Background: an optimization exercise with open tools, aiming at small area and a short achievable clock period. Do not read the settings as production practice.
The RTL was checked by simulation tests, not by an equivalence proof against the original design.
Power and IR drop assume default switching activity.

==> design.v <==
`timescale 1ns/1ps
package mips_pkg;
	typedef logic [31:0] word_t;
	typedef logic [4:0]  reg_addr_t;
	typedef logic [5:0]  opcode_t;
	typedef logic [5:0]  funct_t;
	typedef logic [1:0]  alu_op_t;
	typedef logic [3:0]  alu_ctrl_t;
	localparam opcode_t OP_RTYPE = 6'h00;
	localparam opcode_t OP_BEQ   = 6'h04;
	localparam opcode_t OP_ADDI  = 6'h08;
	localparam opcode_t OP_LW    = 6'h23;
	localparam opcode_t OP_SW    = 6'h2b;
	localparam funct_t FUNCT_SLL = 6'h00;
	localparam funct_t FUNCT_SRL = 6'h02;
	localparam funct_t FUNCT_ADD = 6'h20;
	localparam funct_t FUNCT_SUB = 6'h22;
	localparam funct_t FUNCT_AND = 6'h24;
	localparam funct_t FUNCT_OR  = 6'h25;
	localparam funct_t FUNCT_SLT = 6'h2a;
	localparam alu_op_t ALUOP_ADD   = 2'b00;
	localparam alu_op_t ALUOP_SUB   = 2'b01;
	localparam alu_op_t ALUOP_FUNCT = 2'b10;
	localparam alu_ctrl_t ALU_AND = 4'b0000;
	localparam alu_ctrl_t ALU_OR  = 4'b0001;
	localparam alu_ctrl_t ALU_ADD = 4'b0010;
	localparam alu_ctrl_t ALU_SUB = 4'b0110;
	localparam alu_ctrl_t ALU_SLT = 4'b0111;
	localparam alu_ctrl_t ALU_SLL = 4'b1000;
	localparam alu_ctrl_t ALU_SRL = 4'b1001;
endpackage
`timescale 1ns/1ps
import mips_pkg::*;
module decode_control (
	input  mips_pkg::opcode_t i_opcode,
	output logic              o_regdst,
	output logic              o_alusrc,
	output logic              o_branch,
	output logic              o_memread,
	output logic              o_memwrite,
	output logic              o_memtoreg,
	output logic              o_regwrite,
	output mips_pkg::alu_op_t o_aluop
);
	always_comb
	begin
		o_regdst   = 1'b0;
		o_alusrc   = 1'b0;
		o_branch   = 1'b0;
		o_memread  = 1'b0;
		o_memwrite = 1'b0;
		o_memtoreg = 1'b0;
		o_regwrite = 1'b0;
		o_aluop    = ALUOP_ADD;
		case (i_opcode)
			OP_RTYPE:
			begin
				o_regdst   = 1'b1;
				o_regwrite = 1'b1;
				o_aluop    = ALUOP_FUNCT;
			end
			OP_ADDI:
			begin
				o_alusrc   = 1'b1;
				o_regwrite = 1'b1;
			end
			OP_LW:
			begin
				o_alusrc   = 1'b1;
				o_memread  = 1'b1;
				o_memtoreg = 1'b1;
				o_regwrite = 1'b1;
			end
			OP_SW:
			begin
				o_alusrc   = 1'b1;
				o_memwrite = 1'b1;
			end
			OP_BEQ:
			begin
				o_branch = 1'b1;
				o_aluop  = ALUOP_SUB;
			end
			default:
			begin
				o_aluop = ALUOP_ADD;
			end
		endcase
	end
endmodule
`timescale 1ns/1ps
import mips_pkg::*;
module register_file #(
	parameter int P_RF_DEPTH = 32
) (
	input  logic                i_clk,
	input  logic                i_reset,
	input  mips_pkg::reg_addr_t i_rs_addr,
	input  mips_pkg::reg_addr_t i_rt_addr,
	input  logic                i_wb_en,
	input  mips_pkg::reg_addr_t i_wb_addr,
	input  mips_pkg::word_t     i_wb_data,
	output mips_pkg::word_t     o_rs_data,
	output mips_pkg::word_t     o_rt_data
);
	logic [31:0] regs [0:P_RF_DEPTH-1];
	logic  wr_ok;
	assign wr_ok = i_wb_en && (i_wb_addr != '0) && (int'(i_wb_addr) < P_RF_DEPTH);
	function automatic logic [31:0] read_port(input logic [4:0] addr);
		logic [31:0] data;
		data = '0;
		if ((addr != '0) && (int'(addr) < P_RF_DEPTH))
		begin
			if (wr_ok && (addr == i_wb_addr))
				data = i_wb_data;
			else
				data = regs[int'(addr)];
		end
		read_port = data;
	endfunction
	always_comb
	begin
		o_rs_data = read_port(i_rs_addr);
		o_rt_data = read_port(i_rt_addr);
	end
	always_ff @(posedge i_clk)
	begin
		if (i_reset)
		begin
			for (int i = 0; i < P_RF_DEPTH; i++)
				regs[i] <= '0;
		end
		else if (wr_ok)
		begin
			regs[int'(i_wb_addr)] <= i_wb_data;
		end
	end
endmodule
`timescale 1ns/1ps
import mips_pkg::*;
module decode_stage #(
	parameter int P_RF_DEPTH = 32
) (
	input  logic                i_clk,
	input  logic                i_reset,
	input  logic                i_instr_valid,
	input  mips_pkg::word_t     i_instr,
	input  mips_pkg::word_t     i_next_pc,
	input  logic                i_wb_en,
	input  mips_pkg::reg_addr_t i_wb_addr,
	input  mips_pkg::word_t     i_wb_data,
	output logic                o_id_ex_valid,
	output logic                o_id_ex_regdst,
	output logic                o_id_ex_alusrc,
	output mips_pkg::alu_op_t   o_id_ex_aluop,
	output logic                o_id_ex_branch,
	output logic                o_id_ex_memread,
	output logic                o_id_ex_memwrite,
	output logic                o_id_ex_memtoreg,
	output logic                o_id_ex_regwrite,
	output mips_pkg::word_t     o_id_ex_next_pc,
	output mips_pkg::word_t     o_id_ex_data_rs,
	output mips_pkg::word_t     o_id_ex_data_rt,
	output mips_pkg::word_t     o_id_ex_sign_ext,
	output mips_pkg::reg_addr_t o_id_ex_addr_rt,
	output mips_pkg::reg_addr_t o_id_ex_addr_rd
);
	mips_pkg::opcode_t   opcode;
	mips_pkg::reg_addr_t addr_rs;
	mips_pkg::reg_addr_t addr_rt;
	mips_pkg::reg_addr_t addr_rd;
	mips_pkg::word_t     sign_ext;
	mips_pkg::word_t     rs_data;
	mips_pkg::word_t     rt_data;
	logic    regdst;
	logic    alusrc;
	logic    branch;
	logic    memread;
	logic    memwrite;
	logic    memtoreg;
	logic    regwrite;
	mips_pkg::alu_op_t aluop;
	assign opcode   = i_instr[31:26];
	assign addr_rs  = i_instr[25:21];
	assign addr_rt  = i_instr[20:16];
	assign addr_rd  = i_instr[15:11];
	assign sign_ext = {{16{i_instr[15]}}, i_instr[15:0]};
	decode_control u_control (
		.i_opcode   (opcode),
		.o_regdst   (regdst),
		.o_alusrc   (alusrc),
		.o_branch   (branch),
		.o_memread  (memread),
		.o_memwrite (memwrite),
		.o_memtoreg (memtoreg),
		.o_regwrite (regwrite),
		.o_aluop    (aluop)
	);
	register_file #(
		.P_RF_DEPTH (P_RF_DEPTH)
	) u_regfile (
		.i_clk     (i_clk),
		.i_reset   (i_reset),
		.i_rs_addr (addr_rs),
		.i_rt_addr (addr_rt),
		.i_wb_en   (i_wb_en),
		.i_wb_addr (i_wb_addr),
		.i_wb_data (i_wb_data),
		.o_rs_data (rs_data),
		.o_rt_data (rt_data)
	);
	always_ff @(posedge i_clk)
	begin
		if (i_reset)
		begin
			o_id_ex_valid    <= 1'b0;
			o_id_ex_regdst   <= 1'b0;
			o_id_ex_alusrc   <= 1'b0;
			o_id_ex_aluop    <= ALUOP_ADD;
			o_id_ex_branch   <= 1'b0;
			o_id_ex_memread  <= 1'b0;
			o_id_ex_memwrite <= 1'b0;
			o_id_ex_memtoreg <= 1'b0;
			o_id_ex_regwrite <= 1'b0;
		end
		else
		begin
			o_id_ex_valid    <= i_instr_valid;
			o_id_ex_regdst   <= i_instr_valid & regdst;
			o_id_ex_alusrc   <= i_instr_valid & alusrc;
			o_id_ex_aluop    <= i_instr_valid ? aluop : ALUOP_ADD;
			o_id_ex_branch   <= i_instr_valid & branch;
			o_id_ex_memread  <= i_instr_valid & memread;
			o_id_ex_memwrite <= i_instr_valid & memwrite;
			o_id_ex_memtoreg <= i_instr_valid & memtoreg;
			o_id_ex_regwrite <= i_instr_valid & regwrite;
		end
	end
	always_ff @(posedge i_clk)
	begin
		o_id_ex_next_pc  <= i_next_pc;
		o_id_ex_data_rs  <= rs_data;
		o_id_ex_data_rt  <= rt_data;
		o_id_ex_sign_ext <= sign_ext;
		o_id_ex_addr_rt  <= addr_rt;
		o_id_ex_addr_rd  <= addr_rd;
	end
endmodule
`timescale 1ns/1ps
import mips_pkg::*;
module alu_control (
	input  mips_pkg::alu_op_t   i_aluop,
	input  mips_pkg::funct_t    i_funct,
	output mips_pkg::alu_ctrl_t o_alu_ctrl
);
	mips_pkg::alu_ctrl_t funct_ctrl;
	always_comb
	begin
		case (i_funct)
			FUNCT_ADD: funct_ctrl = ALU_ADD;
			FUNCT_SUB: funct_ctrl = ALU_SUB;
			FUNCT_AND: funct_ctrl = ALU_AND;
			FUNCT_OR:  funct_ctrl = ALU_OR;
			FUNCT_SLT: funct_ctrl = ALU_SLT;
			FUNCT_SLL: funct_ctrl = ALU_SLL;
			FUNCT_SRL: funct_ctrl = ALU_SRL;
			default:   funct_ctrl = ALU_ADD;
		endcase
	end
	always_comb
	begin
		case (i_aluop)
			ALUOP_ADD:   o_alu_ctrl = ALU_ADD;
			ALUOP_SUB:   o_alu_ctrl = ALU_SUB;
			ALUOP_FUNCT: o_alu_ctrl = funct_ctrl;
			default:     o_alu_ctrl = ALU_ADD;
		endcase
	end
endmodule
`timescale 1ns/1ps
import mips_pkg::*;
module alu (
	input  mips_pkg::word_t     i_a,
	input  mips_pkg::word_t     i_b,
	input  logic [4:0]          i_shamt,
	input  mips_pkg::alu_ctrl_t i_alu_ctrl,
	output mips_pkg::word_t     o_result,
	output logic                o_zero
);
	logic less;
	assign less = $signed(i_a) < $signed(i_b);
	always_comb
	begin
		case (i_alu_ctrl)
			ALU_AND:
				o_result = i_a & i_b;
			ALU_OR:
				o_result = i_a | i_b;
			ALU_ADD:
				o_result = i_a + i_b;
			ALU_SUB:
				o_result = i_a - i_b;
			ALU_SLT:
				o_result = {31'b0, less};
			ALU_SLL:
				o_result = i_b << i_shamt;
			ALU_SRL:
				o_result = i_b >> i_shamt;
			default:
				o_result = '0;
		endcase
	end
	assign o_zero = (o_result == '0);
endmodule
`timescale 1ns/1ps
import mips_pkg::*;
module execute_stage (
	input  logic                i_clk,
	input  logic                i_reset,
	input  logic                i_id_ex_valid,
	input  logic                i_id_ex_regdst,
	input  logic                i_id_ex_alusrc,
	input  mips_pkg::alu_op_t   i_id_ex_aluop,
	input  logic                i_id_ex_branch,
	input  logic                i_id_ex_memread,
	input  logic                i_id_ex_memwrite,
	input  logic                i_id_ex_memtoreg,
	input  logic                i_id_ex_regwrite,
	input  mips_pkg::word_t     i_id_ex_next_pc,
	input  mips_pkg::word_t     i_id_ex_data_rs,
	input  mips_pkg::word_t     i_id_ex_data_rt,
	input  mips_pkg::word_t     i_id_ex_sign_ext,
	input  mips_pkg::reg_addr_t i_id_ex_addr_rt,
	input  mips_pkg::reg_addr_t i_id_ex_addr_rd,
	output logic                o_ex_valid,
	output logic                o_branch,
	output logic                o_memread,
	output logic                o_memwrite,
	output logic                o_memtoreg,
	output logic                o_regwrite,
	output mips_pkg::word_t     o_branch_target,
	output logic                o_zero,
	output mips_pkg::word_t     o_alu_result,
	output mips_pkg::word_t     o_store_data,
	output mips_pkg::reg_addr_t o_dest_addr
);
	mips_pkg::word_t     branch_target;
	mips_pkg::word_t     alu_b;
	mips_pkg::word_t     alu_result;
	logic      alu_zero;
	mips_pkg::alu_ctrl_t alu_ctrl;
	mips_pkg::reg_addr_t dest_addr;
	assign branch_target = i_id_ex_next_pc + {i_id_ex_sign_ext[29:0], 2'b00};
	assign alu_b         = i_id_ex_alusrc ? i_id_ex_sign_ext : i_id_ex_data_rt;
	assign dest_addr     = i_id_ex_regdst ? i_id_ex_addr_rd : i_id_ex_addr_rt;
	alu_control u_alu_control (
		.i_aluop    (i_id_ex_aluop),
		.i_funct    (i_id_ex_sign_ext[5:0]),
		.o_alu_ctrl (alu_ctrl)
	);
	alu u_alu (
		.i_a        (i_id_ex_data_rs),
		.i_b        (alu_b),
		.i_shamt    (i_id_ex_sign_ext[10:6]),
		.i_alu_ctrl (alu_ctrl),
		.o_result   (alu_result),
		.o_zero     (alu_zero)
	);
	always_ff @(posedge i_clk)
	begin
		if (i_reset)
		begin
			o_ex_valid <= 1'b0;
			o_branch   <= 1'b0;
			o_memread  <= 1'b0;
			o_memwrite <= 1'b0;
			o_memtoreg <= 1'b0;
			o_regwrite <= 1'b0;
		end
		else
		begin
			o_ex_valid <= i_id_ex_valid;
			o_branch   <= i_id_ex_branch;
			o_memread  <= i_id_ex_memread;
			o_memwrite <= i_id_ex_memwrite;
			o_memtoreg <= i_id_ex_memtoreg;
			o_regwrite <= i_id_ex_regwrite;
		end
	end
	always_ff @(posedge i_clk)
	begin
		o_branch_target <= branch_target;
		o_zero          <= alu_zero;
		o_alu_result    <= alu_result;
		o_store_data    <= i_id_ex_data_rt;
		o_dest_addr     <= dest_addr;
	end
endmodule
`timescale 1ns/1ps
module mips_id_ex #(
	parameter int P_RF_DEPTH = 32
) (
	input  logic                i_clk,
	input  logic                i_reset,
	input  logic                i_instr_valid,
	input  mips_pkg::word_t     i_instr,
	input  mips_pkg::word_t     i_next_pc,
	input  logic                i_wb_en,
	input  mips_pkg::reg_addr_t i_wb_addr,
	input  mips_pkg::word_t     i_wb_data,
	output logic                o_ex_valid,
	output logic                o_branch,
	output logic                o_memread,
	output logic                o_memwrite,
	output logic                o_memtoreg,
	output logic                o_regwrite,
	output mips_pkg::word_t     o_branch_target,
	output logic                o_zero,
	output mips_pkg::word_t     o_alu_result,
	output mips_pkg::word_t     o_store_data,
	output mips_pkg::reg_addr_t o_dest_addr
);
	logic                id_ex_valid;
	logic                id_ex_regdst;
	logic                id_ex_alusrc;
	mips_pkg::alu_op_t   id_ex_aluop;
	logic                id_ex_branch;
	logic                id_ex_memread;
	logic                id_ex_memwrite;
	logic                id_ex_memtoreg;
	logic                id_ex_regwrite;
	mips_pkg::word_t     id_ex_next_pc;
	mips_pkg::word_t     id_ex_data_rs;
	mips_pkg::word_t     id_ex_data_rt;
	mips_pkg::word_t     id_ex_sign_ext;
	mips_pkg::reg_addr_t id_ex_addr_rt;
	mips_pkg::reg_addr_t id_ex_addr_rd;
	decode_stage #(
		.P_RF_DEPTH (P_RF_DEPTH)
	) u_decode (
		.i_clk         (i_clk),
		.i_reset       (i_reset),
		.i_instr_valid (i_instr_valid),
		.i_instr       (i_instr),
		.i_next_pc     (i_next_pc),
		.i_wb_en       (i_wb_en),
		.i_wb_addr     (i_wb_addr),
		.i_wb_data     (i_wb_data),
		.o_id_ex_valid    (id_ex_valid),
		.o_id_ex_regdst   (id_ex_regdst),
		.o_id_ex_alusrc   (id_ex_alusrc),
		.o_id_ex_aluop    (id_ex_aluop),
		.o_id_ex_branch   (id_ex_branch),
		.o_id_ex_memread  (id_ex_memread),
		.o_id_ex_memwrite (id_ex_memwrite),
		.o_id_ex_memtoreg (id_ex_memtoreg),
		.o_id_ex_regwrite (id_ex_regwrite),
		.o_id_ex_next_pc  (id_ex_next_pc),
		.o_id_ex_data_rs  (id_ex_data_rs),
		.o_id_ex_data_rt  (id_ex_data_rt),
		.o_id_ex_sign_ext (id_ex_sign_ext),
		.o_id_ex_addr_rt  (id_ex_addr_rt),
		.o_id_ex_addr_rd  (id_ex_addr_rd)
	);
	execute_stage u_execute (
		.i_clk           (i_clk),
		.i_reset         (i_reset),
		.i_id_ex_valid    (id_ex_valid),
		.i_id_ex_regdst   (id_ex_regdst),
		.i_id_ex_alusrc   (id_ex_alusrc),
		.i_id_ex_aluop    (id_ex_aluop),
		.i_id_ex_branch   (id_ex_branch),
		.i_id_ex_memread  (id_ex_memread),
		.i_id_ex_memwrite (id_ex_memwrite),
		.i_id_ex_memtoreg (id_ex_memtoreg),
		.i_id_ex_regwrite (id_ex_regwrite),
		.i_id_ex_next_pc  (id_ex_next_pc),
		.i_id_ex_data_rs  (id_ex_data_rs),
		.i_id_ex_data_rt  (id_ex_data_rt),
		.i_id_ex_sign_ext (id_ex_sign_ext),
		.i_id_ex_addr_rt  (id_ex_addr_rt),
		.i_id_ex_addr_rd  (id_ex_addr_rd),
		.o_ex_valid      (o_ex_valid),
		.o_branch        (o_branch),
		.o_memread       (o_memread),
		.o_memwrite      (o_memwrite),
		.o_memtoreg      (o_memtoreg),
		.o_regwrite      (o_regwrite),
		.o_branch_target (o_branch_target),
		.o_zero          (o_zero),
		.o_alu_result    (o_alu_result),
		.o_store_data    (o_store_data),
		.o_dest_addr     (o_dest_addr)
	);
endmodule
==> run.sh <==
#!/bin/bash
# synth_recipe.tcl (not shown) runs the flow's synth.tcl, then flattens the netlist and writes it again
# the make line also repeats each setting of config.mk as NAME=value (left out here)
make -C /OpenROAD-flow-scripts/flow DESIGN_CONFIG=/design/flow/config.mk WORK_HOME=/design/flow/orfs CLKGATE_MAP_FILE= SYNTH_SCRIPT=/design/flow/synth_recipe.tcl finish
==> config.mk <==
export PLATFORM = sky130hd
export DESIGN_NAME = mips_id_ex
export DESIGN_NICKNAME = mips_id_ex
export VERILOG_FILES = /design/flow/design.v
export SDC_FILE = /design/flow/constraint.sdc
export NUM_CORES = 4
export LEC_CHECK = 0
export CAP_MARGIN = 20
export CORE_MARGIN = 2
export CORE_UTILIZATION = 25
export PLACE_DENSITY = 0.45
export SLEW_MARGIN = 20
==> constraint.sdc <==
create_clock -name core_clock -period 5.5 [get_ports {i_clk}]
set_input_delay 1.1000 -clock core_clock [delete_from_list [all_inputs] [get_ports {i_clk}]]
set_output_delay 1.1000 -clock core_clock [all_outputs]
set_load 0.01 [all_outputs]
==> metrics.md <==
| Metric | Value |
|---|---|
| Status | `no timing/DRC/antenna violations` |
| Root Driver | `clkbuf_16` |
| Endpoint class of the critical path | `register` |
| Synth Area in Compound Gates | `8.96%` |
| Slew @ Worst Pin | `1.14 ns` |
| Hold WC Path Type | `register to register` |
| Initial antenna violation count | `36` |
| Period utilisation layout | `95.5%` |
| Design area | `84400 um2` |
| DRT Wirelength | `306 mm` |
| Synth warn | `6` |
| Asr flop ratio synth | `0%` |
| Crit-path cells | `buf_12 -> and2_1 -> a21oi_1 -> ha_2 -> inv_1 -> a211o_1 -> or3_1 -> o211ai_1 -> o221ai_1 -> a21oi_1 -> o22ai_1 -> mux2i_1 -> a221o_1 -> nor4_1 -> nand4_1 -> nor2_1` |
| Post-route ant nets | `0` |
| M2 GR Usage | `33.0%` |
| Initial DRC count | `5957` |
| H-tree level count | `4` |
| CP peak stage delay | `0.53 ns` |
| Final hold violation count | `0` |
| Slew Limit Headroom | `23.9%` |
| Post-synth EDFFs | `1024` |
| Average via count per standard cell | `5.31` |
| Critical path's slowest cell | `ha_2` |
| Worst Path Buf+Inv | `2` |
| Largest net degree at the start of global routing | `69` |
| Clk latency of the worst-skew pair | `0.87 ns` |
| DRC violations left | `0` |
| Leakage power | `29.9 nW` |
| Busiest grt layer | `met2` |
| Clock slew seen by the registers of the worst setup and hold paths | `0.06 ns` |
| Largest family of logic cells by synthesized area | `multiplexers` |
| Gpl congestion | `0.935` |
| Critical path launch point type | `register` |
| Post-Syn Instances | `5623` |
| Synth area leader | `edfxtp_1` |
| Synth top area share | `43.1%` |
| DRT Pass-1 Iters | `6` |
| Top FF cell, synth | `edfxtp_1` |
| Share of cells above drive strength 1 | `21.1%` |
| Clk buf depth | `4` |
| Most frequent cell after synthesis | `edfxtp_1` |
| Die H | `538 um` |
| Required @ worst endpoint | `6.25 ns` |
| GR Util All Layers | `20.6%` |
| Via Count | `51500` |
| Post-synthesis mux area share | `21.1%` |
| Initial Util | `25.1%` |
| Sequential share of the synthesized area | `49.6%` |
| Drt wl/cell | `31.6 um` |
| Die W | `538 um` |
| Core footprint | `285000 um2` |
| Crit path max-delay family | `compound AO/OA/AOI/OAI gates` |
| Most used cell, CP | `a21oi_1` |
| VDD IR max | `0.000222 V` |
| Simple-Gate Fraction of Synth Area | `13.6%` |
| Synth top area cells | `edfxtp_1 (43%), mux4_2 (16%), and2_1 (8.8%)` |
| Syn Area/Cell | `12.7 um2` |
| Number of global-route vias before repair | `52000` |
| RSZ-0062 raised after global routing | `false` |
| Die ar. | `290000 um2` |
| Port Buffers | `212` |
| WP data arrival | `6.00 ns` |
| Area post-placement | `79600 um2` |
| #FFs+latches synth | `1257` |
| CP Class | `register to register` |
| Slew Viols, Final | `0` |
| Final Util | `29.6%` |
| Fin Clk Skew | `0.0522 ns` |
| Ports | `213` |
| Placed wire-length estimate | `202 mm` |
| WHS | `0.332 ns` |
| Xor/xnor cell area share of the yosys netlist | `0.613%` |
| Clock period minus worst slack | `5.25 ns` |
| TritonCTS Sinks | `1257` |
| Cts bufs inserted | `157` |
| Sum Neg Setup Slack | `0 ns` |
| CTS tree | `yes` |
| Final-stage net count | `6058` |
| Final number of setup-violating endpoints | `0` |
| Commonest cells in the netlist | `edfxtp_1 (1024), and2_1 (1002), mux4_2 (508)` |
| GRT met3 Usage | `3.55%` |
| Pwr Total | `27.8 mW` |
| Grt total ovfl | `0` |
| Number of distinct library cells after synthesis | `91` |
| Area Growth Syn to Fin | `18.1%` |
| Cell Area, Synth | `71400 um2` |
| Critical Path Fanout Max | `42` |
| Met1 usage | `28.0%` |
| First-pass GRT wire length | `424 mm` |
| Fmax achieved | `190 MHz` |
| Max Cap Violations | `0` |
| FP Rows | `196` |
| Cts-stage hold buffer count | `0` |
| PD cells | `330 nW/um2` |
| Post-Synth Adder-Cell Area | `2.47%` |
==> power breakdown <==
| part | total [mW] | switching, mW | internal (mW) | leakage, nW |
|---|---|---|---|---|
| clock | 9.94 | 4.30 | 5.64 | 2.29 |
| sequential | 11.6 | 0.606 | 11.0 | 11.7 |
| combinational | 6.25 | 3.71 | 2.54 | 15.9 |
| total | 27.8 | 8.62 | 19.2 | 29.9 |
==> cell type report <==
class                   count  area, um2
diodes                     12       30.0
clock buffers             208       4230
clock inverters            63        485
fillers                 28500     200000
inverters                 134        503
multi-input cells        3732      33800
flip-flops and latches   1257      35400
well taps                3762       4710
repair buffers            532       5140
==> cell families after synthesis <==
family	count (synthesis)
AOI/OAI and AO/OA	933
xor gates and xnor gates	50
adders and majority gates	139
buffers and inverters	665
DFF	1257
muxes	861
other	1
and+or+nand+nor	1717
==> sequential cells by signal, summed over array words and instances, names as in the netlist <==
name and flops:
u_execute.o_branch 1, u_decode.o_id_ex_addr_rt 5, u_decode.u_regfile.regs 1024, u_execute.o_ex_valid 1
u_decode.o_id_ex_aluop 2, u_decode.o_id_ex_next_pc 32, u_decode.o_id_ex_sign_ext 16, u_execute.o_branch_target 32
u_decode.o_id_ex_regdst 1, u_decode.o_id_ex_memwrite 1, u_execute.o_memwrite 1, u_execute.o_store_data 32
u_execute.o_dest_addr 5, u_decode.o_id_ex_data_rt 32, u_decode.o_id_ex_data_rs 32, u_execute.o_regwrite 1
u_execute.o_zero 1, u_execute.o_memtoreg 1, u_decode.o_id_ex_alusrc 1, u_execute.o_alu_result 32
u_decode.o_id_ex_regwrite 1, u_decode.o_id_ex_memtoreg 1, u_decode.o_id_ex_valid 1, u_decode.o_id_ex_branch 1
==> per-stage QoR <==
step	setup WS, ns	cells
floorplan	0.00296	5654
detailed placement	0.251	9415
global route	0.0629	9690
global placement	0.174	9415
CTS	0.215	9686
finish	0.247	9700
==> metal layers <==
layer  routed length, um  vias up
li1                    -    21700
met1              132000    26900
met2              141000     2369
met3               21500      521
met4               11400       16
met5                 104        -
==> timing repair <==
item,4_1_cts,5_1_grt
setup endpoints to repair,0,1
gates resized for setup,0,2
buffers inserted,0,2
==> layout by cell type, fill, tap and decap left out, drive strengths merged, types with 42 or more instances in the layout <==
cell	Yosys	routed
buf	115	333
mux4	508	508
nand3	42	42
nand2b	53	53
inv	132	138
mux2i	262	262
and2	1003	1003
mux2	91	91
or2	45	45
o211ai	60	60
nor3	42	42
clkdlybuf4s50	0	199
a21oi	224	224
o21ai	120	120
dfxtp	233	233
edfxtp	1024	1024
clkbuf	416	208
clkinv	2	50
nor2	253	253
nand2	154	154
ha	136	136
o22ai	95	95
a221oi	64	64
a211oi	81	81
==> worst paths after layout <==
| kind | startpoint | to | slack [ns] | cells past startpoint |
|---|---|---|---|---|
| hold reg to reg | u_decode.o_id_ex_next_pc[0] | u_execute.o_branch_target[0] | 0.33 | 0 |
| setup reg to reg | u_decode.o_id_ex_alusrc | u_execute.o_zero | 0.25 | 16 |
| setup / recovery | u_decode.o_id_ex_alusrc | u_execute.o_zero | 0.25 | 16 |
| hold / removal | u_decode.o_id_ex_next_pc[0] | u_execute.o_branch_target[0] | 0.33 | 0 |
==> worst register-to-register path: stages (launching register included) <==
cell,delay [ns]
dfxtp_2,0.43
buf_12,0.28
and2_1,0.38
a21oi_1,0.18
ha_2,0.53
inv_1,0.09
a211o_1,0.35
or3_1,0.32
o211ai_1,0.47
o221ai_1,0.33
a21oi_1,0.42
o22ai_1,0.17
mux2i_1,0.15
a221o_1,0.39
nor4_1,0.32
nand4_1,0.23
nor2_1,0.16

what the ideal ports hide:
Ports are ideal in the flow. The routed layout listed here was re-timed in OpenROAD. Step 1 assumes that a clkbuf_16 drives the clock port and a buf_2 every other input. Step 2 adds t to the input delays and takes it off the output delays; t is the mean of the earliest and latest rising clock arrival at the registers after step 1. Input paths then give back, and output paths get back, about the clock's delay inside the block. Slacks: no drivers / after step 1 / after step 2; pairs: no drivers / after step 1.
t, ns: 0.931
slack for setup (ns): 0.247 / 0.247 / 0.247
slew at the worst register clock pin (ns): 0.07 / 0.07
pins driven straight from the clock port: 1
After both steps setup and hold are still met in this run. For this run, drivers alone change the setup slack by 0.000 ns; drivers and shift together by 0.000 ns.
